This is an optimization exercise on Yosys and OpenROAD, whose aim is small area, a short achievable clock period and few clock cycles per item, not a production implementation.
Function was checked by simulation only, so behaviour that the tests miss may differ from the original.
Power figures rest on the tool's default switching activity, not on a simulated workload.

// execute_top
module execute_top (
    input  logic        clk,
    input  logic        rst,
    input  logic        flush,
    input  logic        alu_issue,
    input  logic [6:0]  alu_op_code,
    input  logic [2:0]  alu_funct3,
    input  logic [6:0]  alu_funct7,
    input  logic [31:0] alu_imm,
    input  logic [31:0] alu_pc,
    input  logic [31:0] alu_rs1,
    input  logic [31:0] alu_rs2,
    input  logic [5:0]  alu_pd,
    input  logic [4:0]  alu_rd,
    input  logic [4:0]  alu_rob,
    input  logic        alu_pred_taken,
    input  logic [31:0] alu_btb_pc_next,
    input  logic        mul_issue,
    input  logic [2:0]  mul_funct3,
    input  logic [31:0] mul_rs1,
    input  logic [31:0] mul_rs2,
    input  logic [5:0]  mul_pd,
    input  logic [4:0]  mul_rd,
    input  logic [4:0]  mul_rob,
    input  logic [31:0] mul_pc,
    output logic        mul_ready,
    output logic        alu_wb_valid,
    output logic [31:0] alu_pv,
    output logic [5:0]  alu_wb_pd,
    output logic [4:0]  alu_wb_rd,
    output logic [31:0] alu_wb_pc,
    output logic [4:0]  alu_wb_rob,
    output logic [31:0] alu_pc_next,
    output logic        alu_update_pc_next,
    output logic        alu_branch_taken,
    output logic        mul_wb_valid,
    output logic [31:0] mul_pv,
    output logic [5:0]  mul_wb_pd,
    output logic [4:0]  mul_wb_rd,
    output logic [31:0] mul_wb_pc,
    output logic [4:0]  mul_wb_rob
);
Size: roughly 6300 cells after synthesis, roughly 630 flip-flops, roughly 510 I/O pins, ~51000 um2 of cells after synthesis.
==> flow/config.mk <==
export PLATFORM = sky130hd
export DESIGN_NAME = execute_top
export DESIGN_NICKNAME = execute_top
export VERILOG_FILES = /design/flow/design.v
export SDC_FILE = /design/flow/constraint.sdc
export NUM_CORES = 4
export LEC_CHECK = 0
export ABC_AREA = 1
export CAP_MARGIN = 20
export CORE_MARGIN = 2
export CORE_UTILIZATION = 40
export CTS_BUF_LIST = sky130_fd_sc_hd__clkbuf_8
export CTS_CLUSTER_SIZE = 25
export SLEW_MARGIN = 60
==> flow/constraint.sdc <==
create_clock -name core_clock -period 10.0 [get_ports {clk}]
set_input_delay 2.0000 -clock core_clock [delete_from_list [all_inputs] [get_ports {clk}]]
set_output_delay 2.0000 -clock core_clock [all_outputs]
set_load 0.01 [all_outputs]
standard.sh (not shown) runs the stock make flow with config.mk's settings and CLKGATE_MAP_FILE= SYNTH_SCRIPT=/design/flow/synth_recipe.tcl, a recipe that flattens the netlist after the stock synthesis.
==> flow/flow/run.sh <==
#!/bin/bash
set -o pipefail
export SETUP_SLACK_MARGIN=6
export BUFFER_PORTS_ARGS="-buffer_cell sky130_fd_sc_hd__buf_2"
bash standard.sh > standard.log 2>&1
The baseline completed without violations.
Testbench counts at the start, summed over its fixed seeds: cycles 536, muls 512.
Edit:
==> flow/flow/run.sh (replaced) <==
#!/bin/bash
set -o pipefail
export SETUP_SLACK_MARGIN=6.1
export BUFFER_PORTS_ARGS="-buffer_cell sky130_fd_sc_hd__buf_2"
bash standard.sh > standard.log 2>&1
TNS_END_PERCENT = 30   (was not set)
Result: The changed run went through all stages and came out clean; sequential share of layout area stays flat; clock skew is lower by 12 ps; fmax decreases by about 0.53%; wire length came out lower by about 2%; cell count barely changes; combinational power stays flat; synthesized cell count stays the same; total power fell by 0.51%; core utilization stays flat; setup slack is worse by 21 ps.

========
Another version of the RTL of execute_top (not shown whole).
Size in the first run: about 6400 cells after synthesis, roughly 540 flip-flops, about 510 I/O pins, ~0.052 sq mm of cells after synthesis.
Settings: LEC_CHECK=0, ABC_AREA=1, CAP_MARGIN=20, CORE_MARGIN=2, CORE_UTILIZATION=40, SLEW_MARGIN=20; clock period 10.0 ns.
==> flow/flow/run.sh <==
#!/bin/bash
set -o pipefail
export SETUP_SLACK_MARGIN=6
export BUFFER_PORTS_ARGS="-buffer_cell sky130_fd_sc_hd__buf_2"
bash standard.sh > standard.log 2>&1
Testbench counts at the start, summed over its fixed seeds: cycles 536, muls 512.
Then changed:
--- a/flow/flow/run.sh
+++ b/flow/flow/run.sh
@@ -3 +3 @@
-export SETUP_SLACK_MARGIN=6
+export SETUP_SLACK_MARGIN=6.5
What happened: Fmax increases by about 3.5%. Synthesized area is unchanged. Register-to-register slack improves by 0.14 ns. Sequential share of layout area decreases by 1.7 points. Non-clock buffer count increases by 141. Die area stays the same. Design area increases by 11%. Clock skew increases by 0.0057 ns. Setup slack improves by 0.14 ns. Core utilization increases by 5.5 points. Via count increases by about 4%.
Then changed:
==> flow/run.sh (new file) <==
#!/bin/bash
# synth_recipe.tcl (not shown) runs the flow's synth.tcl, then flattens the netlist and writes it again
# the make line also repeats each setting of config.mk as NAME=value (left out here)
make -C /OpenROAD-flow-scripts/flow DESIGN_CONFIG=/design/flow/config.mk WORK_HOME=/design/flow/orfs CLKGATE_MAP_FILE= SYNTH_SCRIPT=/design/flow/synth_recipe.tcl finish
Settings changed: SETUP_SLACK_MARGIN from default to 5.
removed: flow/flow/run.sh
removed: flow/standard.sh
Outcome:
- worst setup slack is worse by 1.0 ns
- power shrinks by 4.3%
- fmax shrinks by 20%
- clock skew hardly moves
- cell area shrinks by 13%
- utilization shrinks by 6.8 points
- routed wire length shrinks by 9.3%
- sequential power stays flat
- cell count shrinks by 3.8%
- clock-buffer cell count grows by 10
- non-clock buffer count shrinks by 299

## re-timing with driven ports
The results above use ideal ports. As a check the final layouts listed here were re-extracted and re-timed, cells and wires unchanged.
Step 1: set_driving_cell puts a clkbuf_16 on clk and a buf_2 on each other input, an assumption about the parent block.
Step 2, shift: input delay + t, output delay - t, t = (earliest + latest rising clock arrival at the registers) / 2. This alone moves slack from input paths to output paths.
Slacks: ideal / step 1 / step 2; pairs: ideal / step 1.
| run | t, ns | setup WS [ns] | worst hold slack (ns) | worst setup path after step 2 | worst data-port slew with drivers (ns) |
|---|---|---|---|---|---|
| the first run of note 1 | 0.897 | 6.025 / 5.961 / 5.063 | 0.307 / 0.307 / 0.307 | input to register | 0.16 |
| the second run of note 1 | 0.905 | 6.004 / 6.025 / 5.152 | 0.317 / 0.317 / 0.317 | input to register | 0.15 |
| the first run of note 2 | 0.746 | 5.796 / 5.796 / 5.348 | 0.322 / 0.322 / 0.322 | input to register | 0.20 |
| the second run of note 2 | 0.715 | 5.940 / 5.940 / 5.456 | 0.324 / 0.324 / 0.324 | input to register | 0.19 |
| the third run of note 2 | 0.753 | 4.911 / 4.834 / 4.254 | 0.303 / 0.303 / 0.303 | input to register | 0.23 |
After both steps every run listed still meets setup and hold. The setup slack of the first run of note 1, which loses most, moves by -0.064 ns with the drivers and by -0.962 ns with both steps.
